Background: an optimization exercise with open tools, aiming at small area, a short achievable clock period and few clock cycles. Do not read the settings as production practice.
Function was checked by simulation only, so behaviour that the tests miss may differ from the original.
Power is estimated from default activity; no workload was simulated.

[flow/config.mk]
export PLATFORM = sky130hd
export DESIGN_NAME = rope_sim_top
export DESIGN_NICKNAME = rope_sim_top
export VERILOG_FILES = /design/flow/design.v
export SDC_FILE = /design/flow/constraint.sdc
export NUM_CORES = 4
export LEC_CHECK = 0
export ABC_CLOCK_PERIOD_IN_PS = 4000
export CAP_MARGIN = 20
export CORE_MARGIN = 2
export CORE_UTILIZATION = 55
export SETUP_SLACK_MARGIN = 5
export SLEW_MARGIN = 20
[flow/constraint.sdc]
create_clock -name core_clock -period 11.0 [get_ports {clk}]
set_input_delay 2.2000 -clock core_clock [delete_from_list [all_inputs] [get_ports {clk}]]
set_output_delay 2.2000 -clock core_clock [all_outputs]
set_load 0.01 [all_outputs]
[flow/design.v]
package rope_pkg;
    typedef logic signed [31:0] fix_t;
    localparam logic [1:0] ALU_ADD = 2'd0;
    localparam logic [1:0] ALU_SUB = 2'd1;
    localparam logic [1:0] ALU_MUL = 2'd2;
    localparam logic CMD_STEP       = 1'b0;
    localparam logic CMD_SET_ANCHOR = 1'b1;
    localparam logic [2:0] ST_IDLE      = 3'd0;
    localparam logic [2:0] ST_VERLET    = 3'd1;
    localparam logic [2:0] ST_CONSTRAIN = 3'd2;
    localparam logic [2:0] ST_REPORT    = 3'd3;
    localparam logic [2:0] ST_DONE      = 3'd4;
endpackage
`timescale 1ns/10ps
module fixed_alu #(
    parameter logic [1:0] OP = rope_pkg::ALU_ADD
) (
    input  logic signed [31:0] a,
    input  logic signed [31:0] b,
    output logic signed [31:0] result
);
    generate
        if (OP == rope_pkg::ALU_MUL) begin : g_mul
            logic signed [63:0] a_wide;
            logic signed [63:0] b_wide;
            logic signed [63:0] product;
            assign a_wide = a;
            assign b_wide = b;
            assign product = a_wide * b_wide;
            assign result = product[47:16];
        end else if (OP == rope_pkg::ALU_SUB) begin : g_sub
            assign result = a - b;
        end else begin : g_add
            assign result = a + b;
        end
    endgenerate
endmodule
`timescale 1ns/10ps
module verlet_node #(
    parameter int node_id = 0
) (
    input  logic                             clk,
    input  logic                             reset,
    input  logic                             verlet_en,
    input  logic                             fix_en,
    input  logic [$clog2(8)-1:0]   fix_sel,
    input  logic signed [31:0]               fix_x,
    input  logic signed [31:0]               fix_y,
    output logic signed [31:0]               pos_x,
    output logic signed [31:0]               pos_y
);
    localparam int                  IDX_W  = $clog2(8);
    localparam logic signed [31:0]  INIT_Y = 32'(32'sh000A_0000 * node_id);
    logic signed [31:0] x;
    logic signed [31:0] y;
    logic signed [31:0] prev_x;
    logic signed [31:0] prev_y;
    logic signed [31:0] x_dbl;
    logic signed [31:0] y_dbl;
    logic signed [31:0] x_next;
    logic signed [31:0] y_verlet;
    logic signed [31:0] y_next;
    logic               selected;
    assign x_dbl = x <<< 1;
    assign y_dbl = y <<< 1;
    fixed_alu #(.OP(rope_pkg::ALU_SUB)) u_x_sub (.a(x_dbl), .b(prev_x), .result(x_next));
    fixed_alu #(.OP(rope_pkg::ALU_SUB)) u_y_sub (.a(y_dbl), .b(prev_y), .result(y_verlet));
    assign y_next = y_verlet + 32'sh0000_4CCC;
    assign selected = fix_en && (fix_sel == IDX_W'(node_id));
    always_ff @(posedge clk) begin
        if (reset) begin
            x      <= 32'sh00C8_0000;
            y      <= INIT_Y;
            prev_x <= 32'sh00C8_0000;
            prev_y <= INIT_Y;
        end else if (verlet_en) begin
            prev_x <= x;
            prev_y <= y;
            x      <= x_next;
            y      <= y_next;
        end else if (selected) begin
            x <= fix_x;
            y <= fix_y;
        end
    end
    assign pos_x = x;
    assign pos_y = y;
endmodule
`timescale 1ns/10ps
module constraint_solver (
    input  logic                                      clk,
    input  logic                                      reset,
    input  logic [8-1:0][31:0]              pos_x,
    input  logic [8-1:0][31:0]              pos_y,
    output logic                                      fix_en,
    output logic [$clog2(8)-1:0]            fix_sel,
    output logic signed [31:0]                        fix_x,
    output logic signed [31:0]                        fix_y,
    input  logic                                      solve_start,
    output logic                                      solve_done,
    input  logic signed [31:0]                        anchor_x,
    input  logic signed [31:0]                        anchor_y
);
    localparam int               IDX_W     = $clog2(8);
    localparam logic [IDX_W-1:0] LAST_NODE = IDX_W'(8 - 1);
    logic               busy;
    logic [IDX_W-1:0]   node_cnt;
    logic signed [31:0] prev_x;
    logic signed [31:0] prev_y;
    logic signed [31:0] dx;
    logic signed [31:0] dy;
    function automatic logic signed [31:0] clamp_axis(input logic signed [31:0] d);
        logic signed [31:0] lim;
        lim = 32'sh000A_0000;
        if (d > lim) begin
            clamp_axis = lim;
        end else if (d < -lim) begin
            clamp_axis = -lim;
        end else begin
            clamp_axis = d;
        end
    endfunction
    fixed_alu #(.OP(rope_pkg::ALU_SUB)) u_dx (.a(pos_x[node_cnt]), .b(prev_x), .result(dx));
    fixed_alu #(.OP(rope_pkg::ALU_SUB)) u_dy (.a(pos_y[node_cnt]), .b(prev_y), .result(dy));
    always_comb begin
        fix_en  = busy;
        fix_sel = node_cnt;
        if (node_cnt == '0) begin
            fix_x = anchor_x;
            fix_y = anchor_y;
        end else begin
            fix_x = prev_x + clamp_axis(dx);
            fix_y = prev_y + clamp_axis(dy);
        end
    end
    assign solve_done = busy && (node_cnt == LAST_NODE);
    always_ff @(posedge clk) begin
        if (reset) begin
            busy     <= 1'b0;
            node_cnt <= '0;
        end else if (busy) begin
            node_cnt <= node_cnt + 1'b1;
            if (node_cnt == LAST_NODE) begin
                busy     <= 1'b0;
                node_cnt <= '0;
            end
        end else if (solve_start) begin
            busy     <= 1'b1;
            node_cnt <= '0;
        end
    end
    always_ff @(posedge clk) begin
        if (busy) begin
            prev_x <= fix_x;
            prev_y <= fix_y;
        end
    end
endmodule
`timescale 1ns/10ps
module sim_controller (
    input  logic                            clk,
    input  logic                            reset,
    input  logic                            cmd_valid,
    input  logic                            cmd_op,
    input  logic signed [31:0]              cmd_x,
    input  logic signed [31:0]              cmd_y,
    output logic                            cmd_credit,
    output logic                            out_valid,
    output logic [$clog2(8)-1:0]  out_node,
    output logic signed [31:0]              out_x,
    output logic signed [31:0]              out_y,
    output logic                            out_last,
    input  logic                            out_credit,
    output logic                            verlet_en,
    input  logic [8-1:0][31:0]    pos_x,
    input  logic [8-1:0][31:0]    pos_y,
    output logic                            solve_start,
    input  logic                            solve_done,
    output logic signed [31:0]              anchor_x,
    output logic signed [31:0]              anchor_y
);
    localparam int               IDX_W     = $clog2(8);
    localparam int               CRD_W     = $clog2(4 + 1);
    localparam logic [IDX_W-1:0] LAST_NODE = IDX_W'(8 - 1);
    logic [2:0]       state;
    logic [IDX_W-1:0] rpt_idx;
    logic [CRD_W-1:0] out_cnt;
    assign verlet_en = (state == rope_pkg::ST_VERLET);
    assign out_valid = (state == rope_pkg::ST_REPORT) && (out_cnt != '0);
    assign out_last  = out_valid && (rpt_idx == LAST_NODE);
    assign out_node  = rpt_idx;
    assign out_x     = pos_x[rpt_idx];
    assign out_y     = pos_y[rpt_idx];
    assign cmd_credit = (state == rope_pkg::ST_DONE);
    always_ff @(posedge clk) begin
        if (reset) begin
            state       <= rope_pkg::ST_IDLE;
            solve_start <= 1'b0;
            rpt_idx     <= '0;
            anchor_x    <= 32'sh00C8_0000;
            anchor_y    <= '0;
        end else begin
            solve_start <= 1'b0;
            case (state)
                rope_pkg::ST_IDLE: begin
                    if (cmd_valid) begin
                        if (cmd_op == rope_pkg::CMD_SET_ANCHOR) begin
                            anchor_x <= cmd_x;
                            anchor_y <= cmd_y;
                            state    <= rope_pkg::ST_DONE;
                        end else begin
                            state <= rope_pkg::ST_VERLET;
                        end
                    end
                end
                rope_pkg::ST_VERLET: begin
                    solve_start <= 1'b1;
                    state       <= rope_pkg::ST_CONSTRAIN;
                end
                rope_pkg::ST_CONSTRAIN: begin
                    if (solve_done) begin
                        rpt_idx <= '0;
                        state   <= rope_pkg::ST_REPORT;
                    end
                end
                rope_pkg::ST_REPORT: begin
                    if (out_valid) begin
                        rpt_idx <= rpt_idx + 1'b1;
                        if (rpt_idx == LAST_NODE) begin
                            state <= rope_pkg::ST_DONE;
                        end
                    end
                end
                rope_pkg::ST_DONE: begin
                    state <= rope_pkg::ST_IDLE;
                end
                default: begin
                    state <= rope_pkg::ST_IDLE;
                end
            endcase
        end
    end
    always_ff @(posedge clk) begin
        if (reset) begin
            out_cnt <= CRD_W'(4);
        end else begin
            case ({out_valid, out_credit})
                2'b10: out_cnt <= out_cnt - 1'b1;
                2'b01: out_cnt <= out_cnt + 1'b1;
                default: out_cnt <= out_cnt;
            endcase
        end
    end
endmodule
`timescale 1ns/10ps
module rope_sim_top (
    input  logic                            clk,
    input  logic                            reset,
    input  logic                            cmd_valid,
    input  logic                            cmd_op,
    input  logic signed [31:0]              cmd_x,
    input  logic signed [31:0]              cmd_y,
    output logic                            cmd_credit,
    output logic                            out_valid,
    output logic [$clog2(8)-1:0]  out_node,
    output logic signed [31:0]              out_x,
    output logic signed [31:0]              out_y,
    output logic                            out_last,
    input  logic                            out_credit
);
    localparam logic [31:0] REST   = 32'sh000A_0000;
    localparam logic [31:0] GRAV   = 32'sh0000_4CCC;
    localparam logic [31:0] BASE_X = 32'sh00C8_0000;
    localparam int          W      = 21;
    logic [2:0]  ph;         
    logic        fresh;      
    logic        act;        
    logic        pend;       
    logic [2:0]  nn;         
    logic        stp_r;      
    logic [2:0]  cc;         
    logic        p0, p1;     
    logic        q01;        
    logic        v_l;        
    logic        l0;         
    logic        l1;         
    logic        v_o;        
    logic        crd_o;      
    logic [2:0]  node_o;     
    logic        last_o;
    logic        issue;
    logic        done7;
    assign issue = (act || stp_r) && (ph == nn) && (cc != 3'd0);
    assign done7 = issue && (nn == 3'd7);
    logic       act_n, stp_n;
    logic [2:0] nn_n, cc_n;
    assign stp_n = cmd_valid && !cmd_op;
    assign nn_n  = issue ? nn + 3'd1 : nn;
    assign cc_n  = cc - {2'b00, issue} + {2'b00, out_credit};
    assign act_n = !act ? stp_r : (done7 ? (pend || stp_r) : 1'b1);
    always_ff @(posedge clk) begin
        if (reset) begin
            ph     <= 3'd6;
            fresh  <= 1'b1;
            act    <= 1'b0;
            pend   <= 1'b0;
            nn     <= '0;
            stp_r  <= 1'b0;
            cc     <= 3'(4);
            p0     <= 1'b0;
            p1     <= 1'b0;
            q01    <= 1'b0;
            v_l    <= 1'b0;
            l0     <= 1'b0;
            l1     <= 1'b0;
            v_o    <= 1'b0;
            crd_o  <= 1'b0;
            node_o <= '0;
            last_o <= 1'b0;
        end else begin
            ph     <= ph + 3'd1;
            if (ph == 3'd5) begin
                fresh <= 1'b0;
            end
            stp_r  <= cmd_valid && !cmd_op;
            cc     <= cc_n;
            p0     <= (ph == 3'd7);
            p1     <= (ph == 3'd0);
            q01    <= (ph == 3'd6) || (ph == 3'd7);
            v_l    <= issue;
            l0     <= issue && (nn == 3'd0);
            l1     <= issue && (nn == 3'd1);
            v_o    <= v_l;
            node_o <= ph - 3'd1;
            last_o <= v_l && (ph == 3'd0);
            crd_o  <= (cmd_valid && cmd_op) ||
                      ((act_n || stp_n) && (ph + 3'd1 == nn_n) && (nn_n == 3'd0) && (cc_n != 3'd0));
            nn     <= nn_n;
            act    <= act_n;
            if (act && done7) begin
                pend <= 1'b0;
            end else if (act && stp_r) begin
                pend <= 1'b1;
            end
        end
    end
    assign cmd_credit = crd_o;
    logic [31:0] ax, ay;
    always_ff @(posedge clk) begin
        if (reset) begin
            ax <= BASE_X;
            ay <= '0;
        end else if (cmd_valid && cmd_op) begin
            ax <= cmd_x;
            ay <= cmd_y;
        end
    end
    logic [W-1:0] rax [8];
    logic [W-1:0] rbx [8];
    logic [W-1:0] ray [8];
    logic [W-1:0] rby [8];
    logic [2:0]   ph_in;
    logic [W-1:0] x_init, y_init;
    assign ph_in = reset ? 3'd7 : ph + 3'd2;
    always_comb begin
        case (ph_in)
            3'd0:    begin x_init = W'(BASE_X >> W); y_init = W'(REST >> W); end
            3'd1:    begin x_init = BASE_X[W-1:0];   y_init = REST[W-1:0];   end
            default: begin x_init = '0;              y_init = REST[W-1:0];   end
        endcase
    end
    function automatic logic [22:0] twice_less(input logic uns, input logic [W-1:0] a,
                                               input logic [W-1:0] b);
        logic [22:0] a2, nb;
        a2 = {a[W-1] && !uns, a, 1'b0};
        nb = ~{{2{b[W-1] && !uns}}, b};
        twice_less = a2 + nb + 23'd1;
    endfunction
    logic [22:0] tx, ty;
    always_ff @(posedge clk) begin
        tx <= twice_less(q01, rax[1], rbx[1]);
        ty <= twice_less(q01, ray[1], rby[1]);
    end
    logic [31:0] nx, ny;
    logic [31:0] nx_base, ny_base;
    always_comb begin
        if (p0) begin
            nx_base = '0;
            ny_base = '0;
        end else if (p1) begin
            nx_base = {nx[10:0], 21'd0};
            ny_base = {ny[10:0], 21'd0} | GRAV;
        end else begin
            nx_base = nx;
            ny_base = ny;
        end
    end
    always_ff @(posedge clk) begin
        if (issue) begin
            nx <= nx_base + {{9{tx[22]}}, tx};
            ny <= ny_base + {{9{ty[22]}}, ty};
        end
    end
    logic [31:0] fx, fy;
    function automatic logic sgn(input logic [31:0] n, input logic [31:0] f, input logic [31:0] k);
        logic [31:0] s, c, a, b;
        logic [31:0] g, t;
        s = n ^ ~f ^ k;
        c = (n & ~f) | (n & k) | (~f & k);
        a = s;
        b = {c[30:0], 1'b1};
        g = a & b;
        t = a | b;
        for (int lv = 0; lv < 5; lv++) begin
            for (int j = 30; j >= 0; j--) begin
                if (j - (1 << lv) >= 0) begin
                    g[j] = g[j] | (t[j] & g[j - (1 << lv)]);
                    t[j] = t[j] & t[j - (1 << lv)];
                end
            end
        end
        sgn = a[31] ^ b[31] ^ g[30];
    endfunction
    function automatic logic [1:0] clamp_sel(input logic [31:0] n, input logic [31:0] f);
        logic s0, s1, s2;
        s0 = sgn(n, f, 32'd0);
        s1 = sgn(n, f, 32'd0 - REST - 32'd1);
        s2 = sgn(n, f, REST);
        clamp_sel = {!s0 && !s1, s0 && s2};
    endfunction
    logic [1:0]   sx, sy;
    logic [W-1:0] dx, dy;       
    logic [31:0]  fx_n, fy_n;   
    logic [W-1:0] cx, cy;       
    assign sx = clamp_sel(nx, fx);
    assign sy = clamp_sel(ny, fy);
    assign dx = nx[W-1:0] - fx[W-1:0];
    assign dy = ny[W-1:0] - fy[W-1:0];
    always_comb begin
        fx_n = sx[1] ? fx + REST : (sx[0] ? fx - REST : nx);
        fy_n = sy[1] ? fy + REST : (sy[0] ? fy - REST : ny);
        if (l1) begin
            cx = fx_n[W-1:0];
            cy = fy_n[W-1:0];
        end else begin
            cx = sx[1] ? REST[W-1:0] : (sx[0] ? W'(-REST) : dx);
            cy = sy[1] ? REST[W-1:0] : (sy[0] ? W'(-REST) : dy);
        end
    end
    always_ff @(posedge clk) begin
        if (v_l) begin
            if (l0) begin
                fx <= ax;
                fy <= ay;
            end else begin
                fx <= fx_n;
                fy <= fy_n;
            end
        end
    end
    always_ff @(posedge clk) begin
        for (int k = 2; k < 7; k++) begin
            rax[k] <= rax[k+1];
            ray[k] <= ray[k+1];
            rbx[k] <= rbx[k+1];
            rby[k] <= rby[k+1];
        end
        if (reset || fresh) begin
            rax[1] <= x_init;
            rbx[1] <= x_init;
            ray[1] <= y_init;
            rby[1] <= y_init;
        end else begin
            rax[1] <= rax[2];
            rbx[1] <= rbx[2];
            ray[1] <= ray[2];
            rby[1] <= rby[2];
        end
        rax[0] <= rax[1];
        rbx[0] <= rbx[1];
        ray[0] <= ray[1];
        rby[0] <= rby[1];
        rbx[7] <= issue ? rax[0] : rbx[0];
        rby[7] <= issue ? ray[0] : rby[0];
        rax[7] <= rax[0];
        ray[7] <= ray[0];
        if (v_l && !l0) begin
            rax[6] <= cx;
            ray[6] <= cy;
        end
        if (v_l && l1) begin
            rax[5] <= W'(fx_n[31:W]);
            ray[5] <= W'(fy_n[31:W]);
        end
    end
    assign out_valid = v_o;
    assign out_node  = node_o;
    assign out_last  = last_o;
    assign out_x     = fx;
    assign out_y     = fy;
endmodule
[flow/flow/run.sh]
#!/bin/bash
set -euo pipefail
MARGIN=7
bash standard.sh synth > synth.log 2>&1
sed -e "s/SETUP_SLACK_MARGIN=[0-9.]*/SETUP_SLACK_MARGIN=${MARGIN} BUFFER_PORTS_ARGS='-buffer_cell sky130_fd_sc_hd__buf_2'/" standard.sh > layout.sh
bash layout.sh finish > layout.log 2>&1
[flow/standard.sh]
#!/bin/bash
# synth_recipe.tcl (not shown) runs the flow's synth.tcl, then flattens the netlist and writes it again
# the make line also repeats each setting of config.mk as NAME=value (left out here)
make -C /OpenROAD-flow-scripts/flow DESIGN_CONFIG=/design/flow/config.mk WORK_HOME=/design/flow/orfs CLKGATE_MAP_FILE= SYNTH_SCRIPT=/design/flow/synth_recipe.tcl "${@:-finish}"
==> impl_results.md, run 1 <==
* LEAKAGE at 0.0184 uW
* Fin Clk Skew at 0.0444 ns
* Initial antenna violation count at 7
* Finished Layout Cells at roughly 4,900
* WP data arrival at about 4.3 ns
* Drt drc at 0
* Syn Area/Cell at about 10 um^2
* Worst-margin pin slew at just under 1 ns
* Vias at 29,100
* Pwr Density at roughly 170 nW/um^2
* Async SR Flop Fraction at 0%
* Worst-path fanout max at 19
* Share of layout cells above drive strength 1 at a little over an eighth
* Largest net degree at the start of global routing at 65
* GRT Max-Usage Layer: met1
* Max-slew headroom at between 30% and 40%
* Clk slew on worst S/H paths at roughly 0.060 ns
* Setup Total Neg Slack at 0 ns
* Share of Yosys cell area claimed by the top area cell type at between 40% and 50%
* CTS tree: done
* Worst VDD drop at between 150 and 200 uV
* GRT Total Usage at 31.8%
* Main synth FF type: dfxtp_1
* Number of port buffers at 138
* Critical path type: register to register
* Yosys reg bits at 932
* Placed insts at roughly 4,700
* GRT met1 Usage at a little under half
* RR Endpoint: fy[20]
* Worst reg2reg startpoint: fy[16]
* Max incr delay on CP at between 0.5 and 0.6 ns
* RSZ-0062 raised after global routing: true
* Hold_sp: rby[7][13]
* Worst Reg-to-Reg Cells at 12
* # diodes at 0
* First-pass GRT wire length at 171,000 um
* Area leader, netlist: dfxtp_1
* Final Hold Viols at 0
* DRT iter0 DRCs at around 2,800
* CTS Buffer Depth at 3
* Via density at slightly below 6
* CP Capture Type: register
* Die Ht at between 200 and 300 um
* Sequential cell area fraction in the yosys report at 52.7%
* IO Count at roughly 140
* Worst-path cell chain: inv_1, ha_4, o22ai_1, or4_4, a2111oi_2, a211o_2, a22oi_1, o211ai_2, and2_4, o311ai_1, nor4bb_1, a21oi_1
* CP startpoint kind: register
* Synth warnings at 5
* Final antenna-violating net count at 0
* DIE WIDTH at ~270 um
* Crit path time final at between 3 and 4 ns
* M2 GR Usage at 47.1%
* Met3 usage at a little under 5%
* Inserted Clock Buffers at 93
* Post-Route Utilization at 63.8%
* H-tree levels at 3
* Worst hold-check path type: register to register
* Mapped Cells at about 3,800
* Finish-stage setup viols at 0
* Die area at about 70,000 um^2
* Worst Hold Endpoint: rby[6][13]
* Layout fillers at approximately 5,600
* DR WL/cell at 23.5 um
* Status: no timing/DRC/antenna violations
* CTS root buffer: clkbuf_16
* Final period utilization at roughly 36%
* Post-Syn Nets at approximately 4,100
* Cell variety after synth at between 90 and 100
* Final-report max-slew violation count at 0
* Sink Count at between 900 and 1,000
* R2R Setup Slk at ~7 ns
* Max cap viols at 0
* Synth Cell Area at around 38,000 um^2
* Core Rows at 96
* Later-pin clock latency in the skew report at ~0.67 ns
* Syn-to-layout area delta at 15.3%
* WL final at about 120,000 um
* Core area at between 60,000 and 70,000 um^2
* Final HPWL DP at slightly above 80,000 um
* Synth area leaders: dfxtp_1, edfxtp_1, ha_1, nand2_1, a21oi_1
* Max Freq at 0.254 GHz
* GRT overflow at 0
* Detailed Routing Iterations Pass 1 at 6
* Routability cong. at 0.973
* Min-Delay Path Depth at 0
* Fin nets at 4,279
* Slowest-stage cell, CP: or4_4
* EDFF count, synth at approximately 130
* Crit path required time at 11.40 ns
* Effective utilization at floorplan at a little under three fifths
* Vias in the first global route at between 20,000 and 30,000
[worst max-delay path: cells and delay by family, from the launching register on]
| kind | cells | cell delay [ns] |
|---|---|---|
| fa+ha+maj | 1 | 0.34 |
| flops | 1 | 0.43 |
| compound gates | 7 | 1.49 |
| buf+inv | 1 | 0.12 |
| simple gates | 3 | 1.33 |
[synthesized netlist by cell type (all sizes together) (41+ instances only)]
| library cell | number |
|---|---|
| dfxtp | 804 |
| o22ai | 42 |
| xor2 | 43 |
| xnor2 | 98 |
| a31oi | 83 |
| mux2i | 42 |
| nand2 | 445 |
| and2 | 108 |
| a21o | 51 |
| ha | 248 |
| o21ai | 100 |
| inv | 241 |
| clkbuf | 101 |
| nor2 | 235 |
| o31ai | 41 |
| buf | 57 |
| nand3 | 82 |
| edfxtp | 128 |
| a21oi | 238 |
| nor3 | 76 |
[how the worst max path moves through the flow]
| stage | from | endpoint | slack (ns) | cells after the start |
|---|---|---|---|---|
| CTS | p1 | ny[28] | 7.00 | 16 |
| global route | p1 | ny[28] | 6.94 | 14 |
| detailed placement | fy[17] | fy[31] | 5.71 | 13 |
| global placement | fy[17] | ray[6][16] | 5.66 | 12 |
| floorplan | ph[2] | crd_o | 7.02 | 15 |
| finish | fy[16] | fy[20] | 7.06 | 12 |
[state kept, by name (all words and copies together), names as in the netlist, 32 cells and up]
| signal | flops |
|---|---|
| ax | 32 |
| rby | 167 |
| rax | 168 |
| ny | 32 |
| ay | 32 |
| rbx | 167 |
| fx | 32 |
| fy | 32 |
| nx | 32 |
| ray | 168 |
[metal layers]
layer  vias to the layer above  routed length [um]  share of wire, %
li1                      13500                   -                 -
met1                     14200               54000                47
met2                      1223               48800                42
met3                       209                9130               7.9
met4                         0                3480               3.0
met5                         -                   0                 0
[report_power, final]
part           switching, uW  leakage, uW  total (uW)  internal [uW]
clock                   1400      0.00162        3300           1910
combinational            408      0.00914         693            285
sequential              60.2      0.00767        3620           3560
total                   1860       0.0184        7620           5760
[area by class of cell]
class / instances / area (um^2) / share of cell area, %
inverter: 242 / 913 / 2.09
clock buffer: 133 / 2810 / 6.44
tap: 882 / 1100 / 2.53
sequential: 932 / 19900 / 45.7
multi-input combinational: 2450 / 16700 / 38.4
clock inverter: 41 / 482 / 1.10
timing repair buffer: 236 / 1610 / 3.70
[cell usage in the layout (no fill, tap or decap), drive strengths merged, types with 98 or more instances in the layout]
cell type,synthesis,final
nand2,445,445
and2,108,108
ha,248,248
dfxtp,804,804
inv,241,253
a21oi,238,238
buf,57,234
nor2,235,236
clkbuf,101,135
edfxtp,128,128
xnor2,98,98
o21ai,100,100
[per-stage QoR]
| step | instance area, um^2 | total power, uW | hold slack [ns] | worst slack (ns) |
|---|---|---|---|---|
| floorplan | 37800 | 4140 | 0.310 | 7.02 |
| CTS | 42800 | 7620 | 0.300 | 7.00 |
| detailed placement | 39100 | 4330 | 0.312 | 5.71 |
| global route | 43600 | 7870 | 0.299 | 6.94 |
| finish | 43600 | 7620 | 0.309 | 7.06 |
| global placement | 39100 | 4310 | 0.310 | 5.66 |
[logic make-up (layout without fill, tap and decap cells)]
| group | count (synthesis) | after routing | share of synthesized area (%) |
|---|---|---|---|
| buffers and inverters | 400 | 652 | 4.34 |
| adder cells (fa/ha/maj) | 263 | 263 | 8.79 |
| XOR/XNOR | 141 | 141 | 3.29 |
| multiplexers | 63 | 63 | 1.74 |
| AND/OR/NAND/NOR | 1145 | 1147 | 14.1 |
| flip-flops | 932 | 932 | 52.7 |
| AO/OA/AOI/OAI | 836 | 836 | 15.0 |
[what timing repair did]
item / CTS / global route
hold buffers: 0 / 0
cloned: 1 / 3
setup endpoints to repair: 146 / 134
setup buffers: 20 / 55
pin swaps: 7 / 23
resized for setup: 62 / 62
Testbench counts, summed over its fixed seeds: cycles 12,976.
==> inputs of run 2 (changes only) <==
--- a/flow/design.v
+++ b/flow/design.v
@@ -335,5 +335,7 @@
             last_o <= v_l && (ph == 3'd0);
             crd_o  <= (cmd_valid && cmd_op) ||
-                      ((act_n || stp_n) && (ph + 3'd1 == nn_n) && (nn_n == 3'd0) && (cc_n != 3'd0));
+                      ((ph == 3'd7) && (act_n || stp_n) &&
+                       ((nn == 3'd0) || ((nn == 3'd7) && issue)) &&
+                       ((cc > 3'd1) || ((cc == 3'd1) && !issue) || out_credit));
             nn     <= nn_n;
             act    <= act_n;
--- a/flow/config.mk
+++ b/flow/config.mk
@@ -10,4 +10,6 @@
 export CORE_MARGIN = 2
 export CORE_UTILIZATION = 55
+export CTS_CLUSTER_DIAMETER = 60
+export CTS_CLUSTER_SIZE = 26
 export SETUP_SLACK_MARGIN = 5
 export SLEW_MARGIN = 20
==> impl_results.md, run 2 <==
* IO Count at 139 (unchanged)
* Worst-path cell chain: ha_4, buf_4, buf_4, nor2_1, nor2_1, nand3_1, or3_1, o31ai_1, o41a_1, a21oi_4, buf_12, buf_4, a21oi_4, buf_12, clkbuf_16, a31oi_1, a31oi_1
* WL final at 113,000 um (-1.9%)
* Most frequent cell after synthesis: dfxtp_1
* Crit path required time at 11.57 ns (+0.17 ns)
* Die Ht at 265 um (-0.34%)
* WP data arrival at 4.61 ns (+0.27 ns)
* Min-Delay Path Depth at 0 (unchanged)
* Setup crit start: ny[30]
* DRT iter0 DRCs at 2,434 (-13%)
* Max cap viols at 0 (unchanged)
* Via density at 5.93 (about the same)
* Yosys reg bits at 932 (unchanged)
* Most frequent cells in the layout: dfxtp_1, nand2_1, nor2_1, ha_1, inv_1
* Main synth FF type: dfxtp_1
* Max Freq at 0.247 GHz (-2.5%)
* Post-Syn Nets at 4,109 (+0.12%)
* R2R Setup Slk at 6.96 ns (-0.10 ns)
* Overall Power at 6610 uW (-13%)
* Share of layout cells above drive strength 1 at 12.7% (-0.92 points)
* Mapped Cells at 3,784 (+0.11%)
* Vias at 28,800 (-0.98%)
* GRT Total Usage at 30.7% (-1.1 points)
* Final antenna-violating net count at 0 (unchanged)
* CP startpoint kind: register
* Area of the multi-input gates at 16,700 um^2 (-0.13%)
* Finish-stage setup viols at 0 (unchanged)
* CP Buf/Inv Count at 6 (+5)
* Core area at 67,400 um^2 (-1.4%)
* Detailed Routing Iterations Pass 1 at 8 (+2)
* Crit path time final at 4.04 ns (+0.0994 ns)
* Cell variety after synth at 88 (-9.3%)
* Largest regs: rax x168, ray x168
* CP Capture Type: register
* CTS root buffer: clkbuf_16
* First-pass GRT wire length at 165,000 um (-3.6%)
* Effective utilization at floorplan at 55.7% (+0.39 points)
* Drt drc at 0 (unchanged)
* Worst hold-check path type: register to register
* Syn Area/Cell at 9.92 um^2 (-0.80%)
* Core Rows at 95 (-1.0%)
* Final HPWL DP at 78,200 um (-3.0%)
* Worst-path fanout max at 5 (-14)
* Worst Reg-to-Reg Cells at 17 (+5)
* Inserted Clock Buffers at 56 (-40%)
* Share of Yosys cell area claimed by the top area cell type at 42.9% (+0.30 points)
* Worst reg2reg startpoint: ny[30]
* List of most frequent post-synthesis cells: dfxtp_1, nand2_1, ha_1, nor2_1, inv_1
* Worst VDD drop at 178 uV (-9.2%)
* Pwr Density at 155 nW/um^2 (-11%)
* CTS tree: done
* GRT overflow at 0 (unchanged)
* Later-pin clock latency in the skew report at 0.67 ns (about the same)
* Routability cong. at 0.969 (-0.38%)
* Vias in the first global route at 27,800 (-0.46%)
* Synth warnings at 5 (unchanged)
* CTS Buffer Depth at 3 (unchanged)
* Final Hold Viols at 0 (unchanged)
* FF/Latch Area at 20,000 um^2 (about the same)
* Slowest-stage cell, CP: edfxtp_1
* H-tree levels at 2 (-1)
* Hold_sp: rbx[3][20]
* Synth Cell Area at 37,600 um^2 (-0.69%)
* LEAKAGE at 0.0179 uW (-2.9%)
* Layout fillers at 5,561 (-0.38%)
* Clk slew on worst S/H paths at 0.10 ns (+0.04 ns)
* RSZ-0062 raised after global routing: true
* Sequential cell area fraction in the yosys report at 53.1% (+0.37 points)
* Fin Clk Skew at 0.0393 ns (-0.00504 ns)
* DIE WIDTH at 265 um (-0.34%)
* Largest net degree at the start of global routing at 91 (+40%)
* Number of port buffers at 138 (unchanged)
* RR Endpoint: ray[6][10]
* Final-report max-slew violation count at 0 (unchanged)
* CP Depth at 17 (+5)
* Async SR Flop Fraction at 0% (unchanged)
* Synth area leaders: dfxtp_1, edfxtp_1, ha_1, nand2_1, a21oi_1
* DR WL/cell at 23.3 um (-0.79%)
* Setup Total Neg Slack at 0 ns (unchanged)
* Die area at 70,400 um^2 (-0.69%)
* Setup crit end: ray[6][10]
* Cell repeated most along the worst path: buf_4
* Fin nets at 4,279 (unchanged)
* Max incr delay on CP at 0.53 ns (-0.04 ns)
* Worst-margin pin slew at 1.11 ns (+0.129 ns)
* Initial antenna violation count at 1 (-6)
* EDFF count, synth at 128 (unchanged)
* CP top delay family: compound AO/OA/AOI/OAI gates
* Status: no timing/DRC/antenna violations
* Most common cell after layout, fill and taps aside: dfxtp_1
* Sink Count at 932 (unchanged)
* Critical path type: register to register
* Max-slew headroom at 25.8% (-8.6 points)
* Final period utilization at 36.7% (+0.90 points)
* Syn-to-layout area delta at 13.6%
* Area leader, netlist: dfxtp_1
-- run 2: worst min-delay path by stage --
stage | slack (ns) | endpoint
after floorplan | 0.31 | rax[2][0]
after global placement | 0.31 | rbx[2][8]
after detailed placement | 0.31 | rax[2][13]
after CTS | 0.31 | rbx[2][20]
after global routing | 0.33 | rbx[6][19]
final | 0.31 | rbx[2][20]
-- run 2: worst reg2reg max path, stage by stage, from the launching register on --
cell and delay [ns]:
edfxtp_1 0.53, ha_4 0.33, buf_4 0.10, buf_4 0.10, nor2_1 0.04, nor2_1 0.24, nand3_1 0.21, or3_1 0.50
o31ai_1 0.20, o41a_1 0.35, a21oi_4 0.06, buf_12 0.18, buf_4 0.15, a21oi_4 0.28, buf_12 0.16, clkbuf_16 0.16
a31oi_1 0.09, a31oi_1 0.26
-- run 2: stage by stage --
stage               setup WS (ns)  util, %  hold WS [ns]  cell area [um^2]  instances
global route                 6.85     63.3         0.326             42700       4862
CTS                          7.00     61.3         0.313             41300       4776
global placement             6.24     57.7         0.310             38900       4652
detailed placement           6.15     57.7         0.312             38900       4653
floorplan                    7.05        -         0.310             37600       3784
finish                       6.96     63.3         0.311             42700       4863
-- run 2: power breakdown --
part           total, uW  switching, uW  internal [uW]  leakage [uW]
clock               2310           1260           1050      0.000930
sequential          3610           53.9           3560       0.00767
combinational        689            405            284       0.00929
total               6610           1720           4890        0.0179
-- run 2: what timing repair did --
action | 4_1_cts | 5_1_grt
gates cloned | 3 | 12
setup buffers | 27 | 74
endpoints found under the hold margin | 0 | 0
hold buffers | 0 | 0
pin swaps | 10 | 51
endpoints found under the setup margin | 145 | 127
gates resized for setup | 53 | 104
-- run 2: area by class of cell --
class | count | share of cell area (%)
Clock buffer | 62 | 3.48
Sequential cell | 932 | 46.8
Timing Repair Buffer | 276 | 4.89
Antenna cell | 1 | 0.00586
Clock inverter | 31 | 1.02
Tap cell | 873 | 2.56
Multi-Input combinational cell | 2450 | 39.2
Inverter | 238 | 2.10
-- run 2: logic make-up after synthesis --
family	Yosys count	share of synthesized area, %
DFF	932	53.1
buffers and inverters	405	4.29
muxes	56	1.51
and+or+nand+nor	1134	13.8
adders and majority gates	260	8.78
xor gates and xnor gates	151	3.52
AOI/OAI and AO/OA	846	15.0
-- run 2: layer usage --
metal  vias up  part of all wire, %  global-route usage, %
met1     13900                   40                   36.9
met5         -               0.0088                      0
met3       330                  5.6                   3.89
li1      13500                    -                      -
met4         2                  6.8                   18.3
met2      1088                   48                   52.7
Testbench counts of run 2, summed over its fixed seeds: cycles 12,976.
==> inputs of run 3 (changes only) <==
--- a/flow/config.mk
+++ b/flow/config.mk
@@ -9,6 +9,6 @@
 export CAP_MARGIN = 20
 export CORE_MARGIN = 2
-export CORE_UTILIZATION = 55
-export CTS_CLUSTER_DIAMETER = 60
+export CORE_UTILIZATION = 65
+export CTS_CLUSTER_DIAMETER = 90
 export CTS_CLUSTER_SIZE = 26
 export SETUP_SLACK_MARGIN = 5
==> impl_results.md, run 3 <==
* Final antenna-violating net count at 0 (unchanged)
* CTS tree: done
* Critical path type: register to register
* Worst Reg-to-Reg Cells at 15 (-2)
* Setup Total Neg Slack at 0 ns (unchanged)
* RSZ-0062 raised after global routing: true
* Setup crit start: p0
* Syn-to-layout area delta at 9.98%
* Die area at 59,700 um^2 (-15%)
* Synth warnings at 5 (unchanged)
* Worst-path fanout max at 32 (+27)
* Crit path time final at 3.99 ns (-0.0482 ns)
* WL final at 115,000 um (+1.8%)
* Status: no timing/DRC/antenna violations
* Largest regs: rax x168, ray x168
* Max Freq at 0.250 GHz (+1.2%)
* Pwr Density at 150 nW/um^2 (-3.1%)
* Fin nets at 4,228 (-1.2%)
* Async SR Flop Fraction at 0% (unchanged)
* Synth Cell Area at 37,600 um^2 (unchanged)
* EDFF count, synth at 128 (unchanged)
* Clk slew on worst S/H paths at 0.10 ns (about the same)
* Area leader, netlist: dfxtp_1
* Worst-margin pin slew at 1.01 ns (-0.107 ns)
* LEAKAGE at 0.0173 uW (-3.4%)
* Initial antenna violation count at 1 (unchanged)
* Finish-stage setup viols at 0 (unchanged)
* DRT iter0 DRCs at 2,947 (+21%)
* Worst VDD drop at 234 uV (+32%)
* Drt drc at 0 (unchanged)
* Die Ht at 244 um (-7.9%)
* Share of layout cells above drive strength 1 at 10.2% (-2.5 points)
* CTS Buffer Depth at 3 (unchanged)
* Later-pin clock latency in the skew report at 0.66 ns (about the same)
* Setup crit end: ny[30]
* Final Hold Viols at 0 (unchanged)
* Most frequent cell after synthesis: dfxtp_1
* DIE WIDTH at 244 um (-7.9%)
* Final HPWL DP at 79,300 um (+1.3%)
* IO Count at 139 (unchanged)
* Final-report max-slew violation count at 0 (unchanged)
* Cell variety after synth at 88 (unchanged)
* Max cap viols at 0 (unchanged)
* Mapped Cells at 3,784 (unchanged)
* Number of port buffers at 138 (unchanged)
* Overall Power at 6200 uW (-6.2%)
* Largest net degree at the start of global routing at 91 (unchanged)
* Synth area leaders: dfxtp_1, edfxtp_1, ha_1, nand2_1, a21oi_1
* Vias at 29,300 (+1.7%)
* Placed insts at 4,543 (-2.4%)
* Layout fillers at 4,018 (-28%)
* WP data arrival at 4.37 ns (-0.24 ns)
* Effective utilization at floorplan at 65.5% (+9.7 points)
* Main synth FF type: dfxtp_1
* Worst hold-check path type: register to register
* Finished Layout Cells at 4,690 (-3.6%)
* Share of Yosys cell area claimed by the top area cell type at 42.9% (unchanged)
* H-tree levels at 2 (unchanged)
* GRT Total Usage at 37.6% (+6.9 points)
* CTS Hold Bufs at 0 (unchanged)
* Post-DP Area at 38,700 um^2 (-0.41%)
* Crit path required time at 11.38 ns (-0.19 ns)
* List of most frequent post-synthesis cells: dfxtp_1, nand2_1, ha_1, nor2_1, inv_1
* Core Rows at 88 (-7.4%)
* CP Capture Type: register
* Final period utilization at 36.3% (-0.44 points)
* Post-Syn Nets at 4,109 (unchanged)
* Yosys reg bits at 932 (unchanged)
* Most frequent cells in the layout: dfxtp_1, nand2_1, nor2_1, ha_1, inv_1
* R2R Setup Slk at 7.01 ns (+0.05 ns)
* Hold_sp: rbx[3][16]
* Routability cong. at 0.956 (-1.3%)
* First-pass GRT wire length at 171,000 um (+3.7%)
* Sequential cell area fraction in the yosys report at 53.1% (unchanged)
* DR WL/cell at 24.6 um (+5.6%)
* Inserted Clock Buffers at 45 (-20%)
* Final Cell Area at 41,300 um^2 (-3.2%)
* CTS root buffer: clkbuf_16
* Sink Count at 932 (unchanged)
* Detailed Routing Iterations Pass 1 at 6 (-2)
* Fin Clk Skew at 0.0420 ns (+0.00266 ns)
* Core area at 57,400 um^2 (-15%)
* Max-slew headroom at 32.9% (+7.1 points)
* CP startpoint kind: register
* Most common cell after layout, fill and taps aside: dfxtp_1
* Via density at 6.25 (+5.4%)
* RR Endpoint: ny[30]
* Syn Area/Cell at 9.92 um^2 (unchanged)
* Worst reg2reg startpoint: p0
* Vias in the first global route at 28,900 (+3.7%)
* GRT overflow at 0 (unchanged)
[run 3: critical path, cell delays in order, from the launching register on]
cell	delay [ns]
dfxtp_2	0.36
buf_12	0.18
nor3_2	0.19
ha_2	0.24
inv_1	0.08
fa_1	0.46
nor2b_2	0.18
o31a_1	0.23
o21ai_1	0.14
a21oi_2	0.20
a221o_1	0.28
a41oi_4	0.19
o311a_1	0.38
a21oi_2	0.19
o41ai_2	0.09
xnor2_1	0.34
[run 3: timing repair]
action | in CTS | in global routing
pin swaps | 12 | 18
buffers inserted | 15 | 54
cloned | 6 | 3
gates resized for setup | 48 | 60
endpoints found under the hold margin | 0 | 0
setup endpoints to repair | 143 | 127
[run 3: layout make-up]
| cell class | instances | area, um^2 | share of cell area [%] |
|---|---|---|---|
| clock inverters | 11 | 185 | 0.448 |
| inverters | 238 | 897 | 2.17 |
| well taps | 765 | 957 | 2.32 |
| multi-input cells | 2453 | 16500 | 40.0 |
| repair buffers | 233 | 1630 | 3.94 |
| clock buffers | 57 | 1170 | 2.84 |
| diodes | 1 | 2.50 | 0.00606 |
| flip-flops and latches | 932 | 20000 | 48.3 |
[run 3: metal layers]
layer  GRT usage, %  share of wire [%]  vias to the layer above
met5              0                  0                        -
met4           27.2                8.4                        0
met3           5.32                6.6                      407
met2           63.4                 47                     1384
met1           43.8                 38                    14100
li1               -                  -                    13400
[run 3: kinds of logic after synthesis]
logic type	after synthesis	share of synthesized area, %
and+or+nand+nor	1134	13.8
AOI/OAI and AO/OA	846	15.0
xor gates and xnor gates	151	3.52
buffers and inverters	405	4.29
DFF	932	53.1
muxes	56	1.51
adders and majority gates	260	8.78
[run 3: power breakdown]
group	switching (uW)	internal (uW)
sequential	59.7	3560
clock	1130	789
combinational	388	276
[run 3: how the worst min path moves through the flow]
stage	to	depth (start not counted)
floorplan	rax[2][0]	0
finish	rbx[2][16]	0
detailed placement	rbx[3][13]	0
CTS	rby[6][20]	0
global placement	rax[4][6]	0
global route	rby[6][20]	0
[run 3: metrics by stage]
step	utilization (%)	setup WS (ns)	hold slack [ns]
global placement	67.5	6.32	0.310
floorplan	-	7.05	0.310
detailed placement	67.5	6.16	0.312
global route	72.0	6.89	0.319
finish	72.0	7.01	0.327
CTS	70.6	7.00	0.326
==> inputs of run 4 (changes only) <==
==> flow/flow/run.sh (replaced) <==
#!/bin/bash
set -euo pipefail
MARGIN=6.75
bash standard.sh synth > synth.log 2>&1
sed -e "s/SETUP_SLACK_MARGIN=[0-9.]*/SETUP_SLACK_MARGIN=${MARGIN} BUFFER_PORTS_ARGS='-buffer_cell sky130_fd_sc_hd__buf_2'/" standard.sh > layout.sh
bash layout.sh finish > layout.log 2>&1
--- a/flow/config.mk
+++ b/flow/config.mk
@@ -9,7 +9,7 @@
 export CAP_MARGIN = 20
 export CORE_MARGIN = 2
-export CORE_UTILIZATION = 65
+export CORE_UTILIZATION = 55
 export CTS_CLUSTER_DIAMETER = 90
-export CTS_CLUSTER_SIZE = 26
+export CTS_CLUSTER_SIZE = 22
 export SETUP_SLACK_MARGIN = 5
 export SLEW_MARGIN = 20
==> impl_results.md, run 4 <==
* Max Freq at 0.238 GHz (-4.8%)
* Layout fillers at 5,727 (+43%)
* Final period utilization at 38.1% (+1.8 points)
* CTS Buffer Depth at 3 (unchanged)
* Max cap viols at 0 (unchanged)
* R2R Setup Slk at 6.80 ns (-0.20 ns)
* Crit path time final at 4.20 ns (+0.203 ns)
* Routability cong. at 0.942 (-1.4%)
* Via density at 5.88 (-5.9%)
* Sink Count at 932 (unchanged)
* Syn-to-layout area delta at 9.03%
* CTS root buffer: clkbuf_16
* Final-report max-slew violation count at 0 (unchanged)
* Fin nets at 4,196 (-0.76%)
* Finished Layout Cells at 4,766 (+1.6%)
* Overall Power at 6230 uW (+0.37%)
* Detailed Routing Iterations Pass 1 at 8 (+2)
* Most frequent cell after synthesis: dfxtp_1
* Worst-margin pin slew at 1.19 ns (+0.186 ns)
* Drt drc at 0 (unchanged)
* Final HPWL DP at 79,400 um (+0.13%)
* Later-pin clock latency in the skew report at 0.65 ns (about the same)
* Most frequent cells in the layout: dfxtp_1, nand2_1, ha_1, nor2_1, inv_1
* Vias in the first global route at 28,000 (-2.9%)
* Final antenna-violating net count at 0 (unchanged)
* Setup crit start: p0
* Final Hold Viols at 0 (unchanged)
* Clk slew on worst S/H paths at 0.09 ns (about the same)
* WP data arrival at 4.59 ns (+0.22 ns)
* Cell variety after synth at 88 (unchanged)
* Initial antenna violation count at 1 (unchanged)
* DR WL/cell at 23.1 um (-6.0%)
* Die area at 70,400 um^2 (+18%)
* RR Endpoint: ny[31]
* Cell repeated most along the worst path: a211oi_1
* Core area at 67,400 um^2 (+17%)
* CTS tree: done
* Status: no timing/DRC/antenna violations
* CP Capture Type: register
* Synth area leaders: dfxtp_1, edfxtp_1, ha_1, nand2_1, a21oi_1
* Worst-path cell chain: buf_12, nor2_2, nand2_1, inv_1, ha_1, a211oi_1, o211a_1, nor4bb_2, o211ai_1, a31oi_4, a41oi_2, a211oi_1, a41o_1, o41ai_2, xnor2_1
* First-pass GRT wire length at 167,000 um (-2.6%)
* CP startpoint kind: register
* # diodes at 0 (-1)
* Inserted Clock Buffers at 50 (+11%)
* Main synth FF type: dfxtp_1
* Slowest-stage cell, CP: o211ai_1
* Area leader, netlist: dfxtp_1
* EDFF count, synth at 128 (unchanged)
* Synth Cell Area at 37,600 um^2 (unchanged)
* Die Ht at 265 um (+8.6%)
* Number of port buffers at 138 (unchanged)
* GRT Total Usage at 30.8% (-6.7 points)
* Yosys reg bits at 932 (unchanged)
* Syn Area/Cell at 9.92 um^2 (unchanged)
* Placed insts at 4,655 (+2.5%)
* GRT overflow at 0 (unchanged)
* Setup Total Neg Slack at 0 ns (unchanged)
* WL final at 110,000 um (-4.4%)
* Crit path required time at 11.39 ns (about the same)
* Synth warnings at 5 (unchanged)
* Post-Route Utilization at 60.8% (-11 points)
* Worst reg2reg startpoint: p0
* RSZ-0062 raised after global routing: true
* Worst hold-check path type: register to register
* Max incr delay on CP at 0.46 ns (about the same)
* List of most frequent post-synthesis cells: dfxtp_1, nand2_1, ha_1, nor2_1, inv_1
* Finish-stage setup viols at 0 (unchanged)
* Effective utilization at floorplan at 55.7% (-9.7 points)
* Worst Reg-to-Reg Cells at 15 (unchanged)
* Worst-path fanout max at 63 (+97%)
* Pwr Density at 152 nW/um^2 (+1.2%)
* Most common cell after layout, fill and taps aside: dfxtp_1
* Post-Syn Nets at 4,109 (unchanged)
* Share of Yosys cell area claimed by the top area cell type at 42.9% (unchanged)
* Largest net degree at the start of global routing at 90 (-1.1%)
* Sequential cell area fraction in the yosys report at 53.1% (unchanged)
* IO Count at 139 (unchanged)
* Mapped Cells at 3,784 (unchanged)
* DRT iter0 DRCs at 2,275 (-23%)
* Share of layout cells above drive strength 1 at 8.94% (-1.3 points)
* Async SR Flop Fraction at 0% (unchanged)
* Critical path type: register to register
* Fin Clk Skew at 0.0416 ns (-0.000395 ns)
* Vias at 28,000 (-4.4%)
* Largest regs: rax x168, ray x168
* Core Rows at 95 (+8.0%)
* LEAKAGE at 0.0171 uW (-1.0%)
* Worst VDD drop at 151 uV (-36%)
* DIE WIDTH at 265 um (+8.6%)
* H-tree levels at 2 (unchanged)
* Setup crit end: ny[31]
* Max-slew headroom at 19.5% (-13 points)
## run 4: cell counts after synthesis
Identical to the previous run, type by type.
## run 4: what timing repair did
item,CTS,global route
gates cloned,2,0
setup endpoints to repair,119,111
gates resized for setup,38,28
hold buffers,0,0
pin swaps,3,5
buffers inserted,10,25
## run 4: final cells by class
cell class / count / area [um^2] / area share [%]
clock inverters: 9 / 118 / 0.287
clock buffers: 65 / 1340 / 3.27
multi-input cells: 2449 / 16300 / 39.8
well taps: 873 / 1090 / 2.67
inverters: 238 / 897 / 2.19
flip-flops and latches: 932 / 19900 / 48.7
repair buffers: 200 / 1250 / 3.04
## run 4: stage by stage
step / cell area (um^2) / hold WS [ns] / setup WS, ns
2_1_floorplan: 37600 / 0.310 / 7.00
3_3_place_gp: 38900 / 0.309 / 6.00
3_5_place_dp: 38900 / 0.312 / 5.84
4_1_cts: 40600 / 0.324 / 6.74
5_1_grt: 40900 / 0.330 / 6.66
6_report: 40900 / 0.316 / 6.80
## run 4: per-layer routing
metal	track usage, %	vias up	wire, um
met1	36.6	13500	44100
li1	-	13300	-
met5	0	-	0
met2	52.5	899	52500
met4	21.2	0	8500
met3	3.68	294	5210
## run 4: critical path: cells and delay by family, from the launching register on
kind | cells | cell delay, ns
DFF | 1 | 0.35
AOI/OAI and AO/OA | 8 | 2.39
and+or+nand+nor | 3 | 0.52
adders and majority gates | 1 | 0.24
xor gates and xnor gates | 1 | 0.11
buffers and inverters | 2 | 0.30
## run 4: cells by family after synthesis
kind of cell	after synthesis	synth area share (%)
simple gates	1134	13.8
flops	932	53.1
compound gates	846	15.0
fa+ha+maj	260	8.78
buf+inv	405	4.29
mux	56	1.51
xor+xnor	151	3.52
## run 4: how the worst min path moves through the flow
stage / startpoint / endpoint / slack [ns] / cells after the start
after floorplan: rax[3][0] / rax[2][0] / 0.31 / 0
after global placement: rby[4][9] / rby[3][9] / 0.31 / 0
after CTS: ray[4][2] / ray[3][2] / 0.32 / 0
final: ray[3][16] / ray[2][16] / 0.32 / 0
after global routing: ray[3][8] / ray[2][8] / 0.33 / 0
after detailed placement: rbx[7][12] / rbx[6][12] / 0.31 / 0
## run 4: power breakdown
part           switching, uW  internal (uW)
registers               55.0           3560
logic                    366            267
clock network           1110            874
total                   1530           4700
==> inputs of run 5 (changes only) <==
==> flow/flow/run.sh (replaced) <==
#!/bin/bash
set -euo pipefail
MARGIN=7
bash standard.sh synth > synth.log 2>&1
sed -e "s/SETUP_SLACK_MARGIN=[0-9.]*/SETUP_SLACK_MARGIN=${MARGIN} BUFFER_PORTS_ARGS='-buffer_cell sky130_fd_sc_hd__buf_2'/" standard.sh > layout.sh
bash layout.sh finish > layout.log 2>&1
==> impl_results.md, run 5 <==
* Die area at 70,400 um^2 (unchanged)
* Post-Syn Nets at 4,109 (unchanged)
* Synth warnings at 5 (unchanged)
* Cell repeated most along the worst path: o21ai_1
* Max-slew headroom at 23.6% (+4.1 points)
* Share of layout cells above drive strength 1 at 11.0% (+2.1 points)
* Later-pin clock latency in the skew report at 0.66 ns (about the same)
* DR WL/cell at 23.2 um (+0.26%)
* Mapped Cells at 3,784 (unchanged)
* First-pass GRT wire length at 165,000 um (-1.2%)
* Sequential cell area fraction in the yosys report at 53.1% (unchanged)
* H-tree levels at 2 (unchanged)
* Drt drc at 0 (unchanged)
* RSZ-0062 raised after global routing: true
* Worst-path fanout max at 8 (-87%)
* Most common cell after layout, fill and taps aside: dfxtp_1
* CP startpoint kind: register
* Finish-stage setup viols at 0 (unchanged)
* Most frequent cells in the layout: dfxtp_1, nand2_1, nor2_1, ha_1, inv_1
* Effective utilization at floorplan at 55.7% (unchanged)
* Vias at 28,400 (+1.5%)
* Inserted Clock Buffers at 52 (+4.0%)
* Simple-gate share of the synthesized area at 13.8% (unchanged)
* Clk slew on worst S/H paths at 0.10 ns (about the same)
* Xor/xnor cell area share of the yosys netlist at 3.52% (unchanged)
* Post-Route Utilization at 61.9% (+1.2 points)
* Syn-to-layout area delta at 11.1%
* DIE WIDTH at 265 um (unchanged)
* Share of Yosys cell area claimed by the top area cell type at 42.9% (unchanged)
* Status: no timing/DRC/antenna violations
* Setup Total Neg Slack at 0 ns (unchanged)
* Final HPWL DP at 78,200 um (-1.5%)
* CTS tree: done
* Synth area leaders: dfxtp_1, edfxtp_1, ha_1, nand2_1, a21oi_1
* Largest regs: rax x168, ray x168
* Number of port buffers at 138 (unchanged)
* Main synth FF type: dfxtp_1
* CTS root buffer: clkbuf_16
* Slowest-stage cell, CP: o41a_1
* Core area at 67,400 um^2 (unchanged)
* Detailed Routing Iterations Pass 1 at 8 (unchanged)
* Cell variety after synth at 88 (unchanged)
* R2R Setup Slk at 7.03 ns (+0.23 ns)
* DRT iter0 DRCs at 2,365 (+4.0%)
* Async SR Flop Fraction at 0% (unchanged)
* Pwr Density at 153 nW/um^2 (+0.45%)
* Crit path required time at 11.47 ns (+0.08 ns)
* Routability cong. at 0.969 (+2.8%)
* List of most frequent post-synthesis cells: dfxtp_1, nand2_1, ha_1, nor2_1, inv_1
* Sink Count at 932 (unchanged)
* Critical path type: register to register
* Final period utilization at 36.1% (-2.1 points)
* Crit path time final at 3.97 ns (-0.227 ns)
* Core Rows at 95 (unchanged)
* Area leader, netlist: dfxtp_1
* Post-Synth Adder-Cell Area at 8.78% (unchanged)
* Worst-margin pin slew at 1.13 ns (-0.0611 ns)
* Fin nets at 4,246 (+1.2%)
* CP Buf/Inv Count at 2 (unchanged)
* Synth Cell Area at 37,600 um^2 (unchanged)
* GRT Total Usage at 30.5% (-0.28 points)
* CP Capture Type: register
* Max cap viols at 0 (unchanged)
* WL final at 112,000 um (+1.4%)
* Max incr delay on CP at 0.50 ns (+0.04 ns)
* Max Freq at 0.252 GHz (+5.7%)
* Vias in the first global route at 27,800 (-0.93%)
* Final-report max-slew violation count at 0 (unchanged)
* Fin Clk Skew at 0.0350 ns (-0.00654 ns)
* Via density at 5.90 (+0.34%)
* Worst-path cell chain: inv_1, ha_1, a22o_1, a211o_1, o32ai_1, o211a_1, nor4b_1, o41a_1, a21oi_4, buf_4, mux2i_1, o21ai_1, o21ai_1
* Largest net degree at the start of global routing at 91 (+1.1%)
* Die Ht at 265 um (unchanged)
* Largest family of logic cells by synthesized area: compound AO/OA/AOI/OAI gates
* WP data arrival at 4.44 ns (-0.15 ns)
* Final Hold Viols at 0 (unchanged)
* Yosys reg bits at 932 (unchanged)
* Worst hold-check path type: register to register
* IO Count at 139 (unchanged)
* GRT overflow at 0 (unchanged)
* LEAKAGE at 0.0175 uW (+2.2%)
* Initial antenna violation count at 2 (+1)
* Worst VDD drop at 158 uV (+5.0%)
* Mux cell area share after synthesis at 1.51% (unchanged)
* EDFF count, synth at 128 (unchanged)
* CTS Buffer Depth at 3 (unchanged)
* Most frequent cell after synthesis: dfxtp_1
* Compound-gate portion of the synthesized area at 15.0% (unchanged)
* CP top delay family: compound AO/OA/AOI/OAI gates
* Syn Area/Cell at 9.92 um^2 (unchanged)
* Final antenna-violating net count at 0 (unchanged)
==> run 5: through the flow <==
stage / instances / setup WS (ns) / instance area [um^2] / power [uW] / hold WS [ns]
after floorplan: 3784 / 7.05 / 37600 / 4120 / 0.310
after global placement: 4652 / 6.24 / 38900 / 4300 / 0.310
after detailed placement: 4653 / 6.15 / 38900 / 4320 / 0.312
after CTS: 4760 / 7.01 / 41000 / 6390 / 0.330
after global routing: 4820 / 6.91 / 41700 / 6600 / 0.332
final: 4820 / 7.03 / 41700 / 6370 / 0.316
==> run 5: what timing repair did <==
action,4_1_cts,5_1_grt
setup buffers,25,54
gates resized for setup,54,57
hold buffers,0,0
pin swaps,10,18
setup endpoints to repair,146,110
cloned,3,5
==> run 5: path summary, 6_finish.rpt <==
check | to | cells past startpoint | startpoint
hold / removal | ray[2][16] | 0 | ray[3][16]
hold reg to reg | ray[2][16] | 0 | ray[3][16]
setup / recovery | ray[5][8] | 13 | fy[4]
setup reg to reg | ray[5][8] | 13 | fy[4]
==> run 5: worst register-to-register path: cells and delay by family (launching register included) <==
kind                     cells  cell delay (ns)
adder cells (fa/ha/maj)      1             0.41
buffers and inverters        2             0.27
multiplexers                 1             0.09
flip-flops                   1             0.45
AO/OA/AOI/OAI                8             2.47
AND/OR/NAND/NOR              1             0.10
==> run 5: logic make-up after synthesis <==
logic type | after synthesis
compound gates | 846
mux | 56
fa+ha+maj | 260
flops | 932
buf+inv | 405
simple gates | 1134
xor+xnor | 151
==> run 5: metal layers <==
metal	global-route usage, %	up-vias	wire length (um)
met3	3.72	309	6250
met2	52.3	1085	53000
met1	36.8	13600	44400
met5	0	-	13
met4	18.8	2	8070
li1	-	13400	-
==> run 5: where the power goes <==
group	internal (uW)	switching [uW]	total [uW]
logic	274	398	673
registers	3560	53.3	3610
clock network	946	1140	2090
total	4780	1590	6370
==> run 5: cell type report <==
| cell class | instances | area, um^2 |
|---|---|---|
| clock inverter | 10 | 149 |
| clock buffer | 69 | 1440 |
| timing repair buffer | 248 | 1730 |
| inverter | 238 | 896 |
| multi-input combinational | 2449 | 16500 |
| sequential | 932 | 20000 |
| tap | 873 | 1090 |
| fill | 5681 | 25700 |
| antenna | 1 | 2.50 |
==> inputs of run 6 (changes only) <==
--- a/flow/config.mk
+++ b/flow/config.mk
@@ -7,5 +7,5 @@
 export LEC_CHECK = 0
 export ABC_CLOCK_PERIOD_IN_PS = 4000
-export CAP_MARGIN = 20
+export CAP_MARGIN = 10
 export CORE_MARGIN = 2
 export CORE_UTILIZATION = 55
@@ -13,3 +13,3 @@
 export CTS_CLUSTER_SIZE = 22
 export SETUP_SLACK_MARGIN = 5
-export SLEW_MARGIN = 20
+export SLEW_MARGIN = 10
==> impl_results.md, run 6 <==
* Status: no timing/DRC/antenna violations
* Gate power share at 10.6% (about the same)
* Final HPWL DP at 78,200 um (-0.10%)
* Largest net degree at the start of global routing at 91 (unchanged)
* Synth warnings at 5 (unchanged)
* Final Hold Viols at 0 (unchanged)
* Clk slew on worst S/H paths at 0.10 ns (about the same)
* Largest regs: rax x168, ray x168
* Mapped Cells at 3,784 (unchanged)
* Max cap viols at 0 (unchanged)
* Syn Area/Cell at 9.92 um^2 (unchanged)
* Effective utilization at floorplan at 55.7% (unchanged)
* Share of Yosys cell area claimed by the top area cell type at 42.9% (unchanged)
* Most common cell after layout, fill and taps aside: dfxtp_1
* Routed wl met2 at 53,500 um (+0.81%)
* Sequential Power Share at 56.7% (about the same)
* Pre-CTS WS at 6.06 ns (-0.0918 ns)
* FF/Latch Area at 20,000 um^2 (unchanged)
* Core area at 67,400 um^2 (unchanged)
* First-pass GRT wire length at 166,000 um (+1.1%)
* CTS Buffer Depth at 3 (unchanged)
* Pwr Density at 152 nW/um^2 (-0.64%)
* Area of the multi-input gates at 16,600 um^2 (+1.0%)
* Setup Total Neg Slack at 0 ns (unchanged)
* CP startpoint kind: register
* Share of layout cells above drive strength 1 at 11.5% (+0.51 points)
* Final-report max-slew violation count at 0 (unchanged)
* Area leader, netlist: dfxtp_1
* Layout fillers at 5,678 (-0.053%)
* Most frequent cell after synthesis: dfxtp_1
* DIE WIDTH at 265 um (unchanged)
* CTS root buffer: clkbuf_16
* CP Capture Type: register
* Fin Clk Skew at 0.0389 ns (+0.00388 ns)
* Synth area leaders: dfxtp_1, edfxtp_1, ha_1, nand2_1, a21oi_1
* DR WL/cell at 23.1 um (-0.18%)
* Vias in the first global route at 28,000 (+0.84%)
* Post-Syn Nets at 4,109 (unchanged)
* List of most frequent post-synthesis cells: dfxtp_1, nand2_1, ha_1, nor2_1, inv_1
* Synth Cell Area at 37,600 um^2 (unchanged)
* Critical path type: register to register
* Worst hold-check path type: register to register
* Worst VDD drop at 159 uV (+0.43%)
* IO Count at 139 (unchanged)
* Main synth FF type: dfxtp_1
* H-tree levels at 2 (unchanged)
* Finish-stage setup viols at 0 (unchanged)
* CTS tree: done
* Drt drc at 0 (unchanged)
* Worst-margin pin slew at 1.09 ns (-0.0449 ns)
* Sequential cell area fraction in the yosys report at 53.1% (unchanged)
* Sink Count at 932 (unchanged)
* Routability cong. at 0.969 (unchanged)
* CTS Hold Bufs at 0 (unchanged)
* Placed insts at 4,652 (-0.021%)
* Vias at 28,700 (+0.75%)
* GRT Total Usage at 30.9% (+0.35 points)
* Worst-path fanout max at 15 (+7)
* Core Rows at 95 (unchanged)
* Via density at 5.92 (+0.39%)
* Die Ht at 265 um (unchanged)
* Finished Layout Cells at 4,837 (+0.35%)
* Top Metal Used: met5
* Detailed Routing Iterations Pass 1 at 8 (unchanged)
* Met1 Wirelength at 44,400 um (about the same)
* EDFF count, synth at 128 (unchanged)
* Die area at 70,400 um^2 (unchanged)
* Final period utilization at 36.3% (+0.20 points)
* Syn-to-layout area delta at 11.8%
* Cell variety after synth at 88 (unchanged)
* Sw Ratio at 24.9% (-0.071 points)
* P_int at 4780 uW (about the same)
* Clock power share at 32.7% (about the same)
* Fin nets at 4,260 (+0.33%)
* Number of port buffers at 138 (unchanged)
* Later-pin clock latency in the skew report at 0.67 ns (about the same)
* Max-slew headroom at 27.0% (+3.4 points)
* LEAKAGE at 0.0176 uW (+0.65%)
* WL final at 112,000 um (+0.18%)
* DRT iter0 DRCs at 2,300 (-2.7%)
* Crit path time final at 3.99 ns (+0.0216 ns)
* Inserted Clock Buffers at 52 (unchanged)
* Routed met3 length at 6140 um (-1.9%)
* Yosys reg bits at 932 (unchanged)
* Async SR Flop Fraction at 0% (unchanged)
* Max Freq at 0.251 GHz (-0.54%)
* Fin worst setup slack at 7.01 ns (-0.0216 ns)
* WP data arrival at 4.41 ns (-0.03 ns)
* Final antenna-violating net count at 0 (unchanged)
* P_sw at 1590 uW (-0.29%)
* RSZ-0062 raised after global routing: true
* GRT overflow at 0 (unchanged)
* Most frequent cells in the layout: dfxtp_1, nand2_1, nor2_1, ha_1, inv_1
* Crit path required time at 11.42 ns (-0.05 ns)
* Initial antenna violation count at 2 (unchanged)
## run 6: cell counts after synthesis
Identical to the previous run, type by type.
## run 6: final timing paths
path | cells after the start | slack (ns) | from | to
max reg2reg | 14 | 7.01 | p0 | nx[31]
max | 14 | 7.01 | p0 | nx[31]
min | 0 | 0.31 | rax[5][7] | rax[4][7]
min reg2reg | 0 | 0.31 | rax[5][7] | rax[4][7]
## run 6: cells by family after synthesis
family / after synthesis / share of synthesized area [%]
XOR/XNOR: 151 / 3.52
AO/OA/AOI/OAI: 846 / 15.0
adder cells (fa/ha/maj): 260 / 8.78
buffers and inverters: 405 / 4.29
flip-flops: 932 / 53.1
multiplexers: 56 / 1.51
AND/OR/NAND/NOR: 1134 / 13.8
## run 6: layer usage
metal | vias up | GRT usage [%]
li1 | 13400 | -
met1 | 13800 | 37.2
met2 | 1057 | 53.1
met3 | 312 | 3.87
met4 | 2 | 18.5
met5 | - | 0
## run 6: worst max-delay path, stage by stage, from the launching register on
cell       delay (ns)
dfxtp_4          0.38
buf_4            0.16
buf_12           0.16
nor3_1           0.42
ha_1             0.31
nand3_1          0.17
a2111oi_1        0.48
o221ai_1         0.21
nand3_1          0.26
o31a_1           0.25
nand2_1          0.10
a31oi_1          0.43
a211o_1          0.21
a21oi_1          0.07
xnor2_1          0.13
## run 6: power groups by stage
stage	clock, uW	sequential, uW	combinational (uW)
global placement	0	3690	612
floorplan	0	3670	459
detailed placement	0	3690	624
global route	2250	3620	733
CTS	2130	3610	652
finish	2090	3610	675
## run 6: repair_timing
item / 4_1_cts / 5_1_grt
buffers inserted: 22 / 74
endpoints found under the setup margin: 144 / 134
gates resized for setup: 59 / 69
pin swaps: 8 / 18
gates cloned: 4 / 2
## run 6: layout make-up
type | instances | share of cell area [%]
diodes | 2 | 0.0119
clock buffers | 70 | 3.44
clock inverters | 11 | 0.369
inverters | 238 | 2.13
multi-input cells | 2450 | 39.6
flip-flops and latches | 932 | 47.5
well taps | 873 | 2.60
repair buffers | 261 | 4.33
## run 6: per-stage QoR
step                      utilization, %  hold WS (ns)  total power (uW)  instance area [um^2]
after floorplan                        -         0.310              4120                 37600
after global routing                62.3         0.319              6600                 42000
after CTS                           60.9         0.312              6390                 41000
after global placement              57.7         0.310              4300                 38900
after detailed placement            57.7         0.312              4320                 38900
final                               62.3         0.308              6370                 42000

-- static timing again, ports no longer ideal --
The flow's constraints put no driver on any port. The routed layouts listed below were extracted and timed again, unchanged, in two steps.
Step 1, drivers: a clkbuf_16 drives clk and a buf_2 each remaining input, both assumed.
Step 2 moves the port delays by t, midway between the first and last clock arrival at a register: inputs arrive t later, outputs are due t later. That takes back most of the time a late clock gives input paths.
Three values: no drivers, after step 1, after step 2; two values: the first two.
| run | t (ns) | setup WS [ns] | clock arrival spread, ns | worst slew at a driven data input, ns |
|---|---|---|---|---|
| run 1 | 0.716 | 7.059 / 7.059 / 6.980 | 0.044 / 0.045 | 0.06 |
| run 2 | 0.714 | 6.959 / 6.959 / 6.959 | 0.039 / 0.039 | 0.08 |
| run 3 | 0.694 | 7.007 / 7.007 / 7.007 | 0.051 / 0.050 | 0.06 |
| run 4 | 0.696 | 6.804 / 6.804 / 6.804 | 0.043 / 0.043 | 0.06 |
| run 5 | 0.701 | 7.031 / 7.031 / 7.031 | 0.039 / 0.040 | 0.08 |
| run 6 | 0.710 | 7.010 / 7.010 / 7.010 | 0.045 / 0.045 | 0.07 |
After both steps setup and hold are still met in every run listed. The setup slack of run 1, which loses most, moves by 0.000 ns with the drivers and by -0.079 ns with both steps.
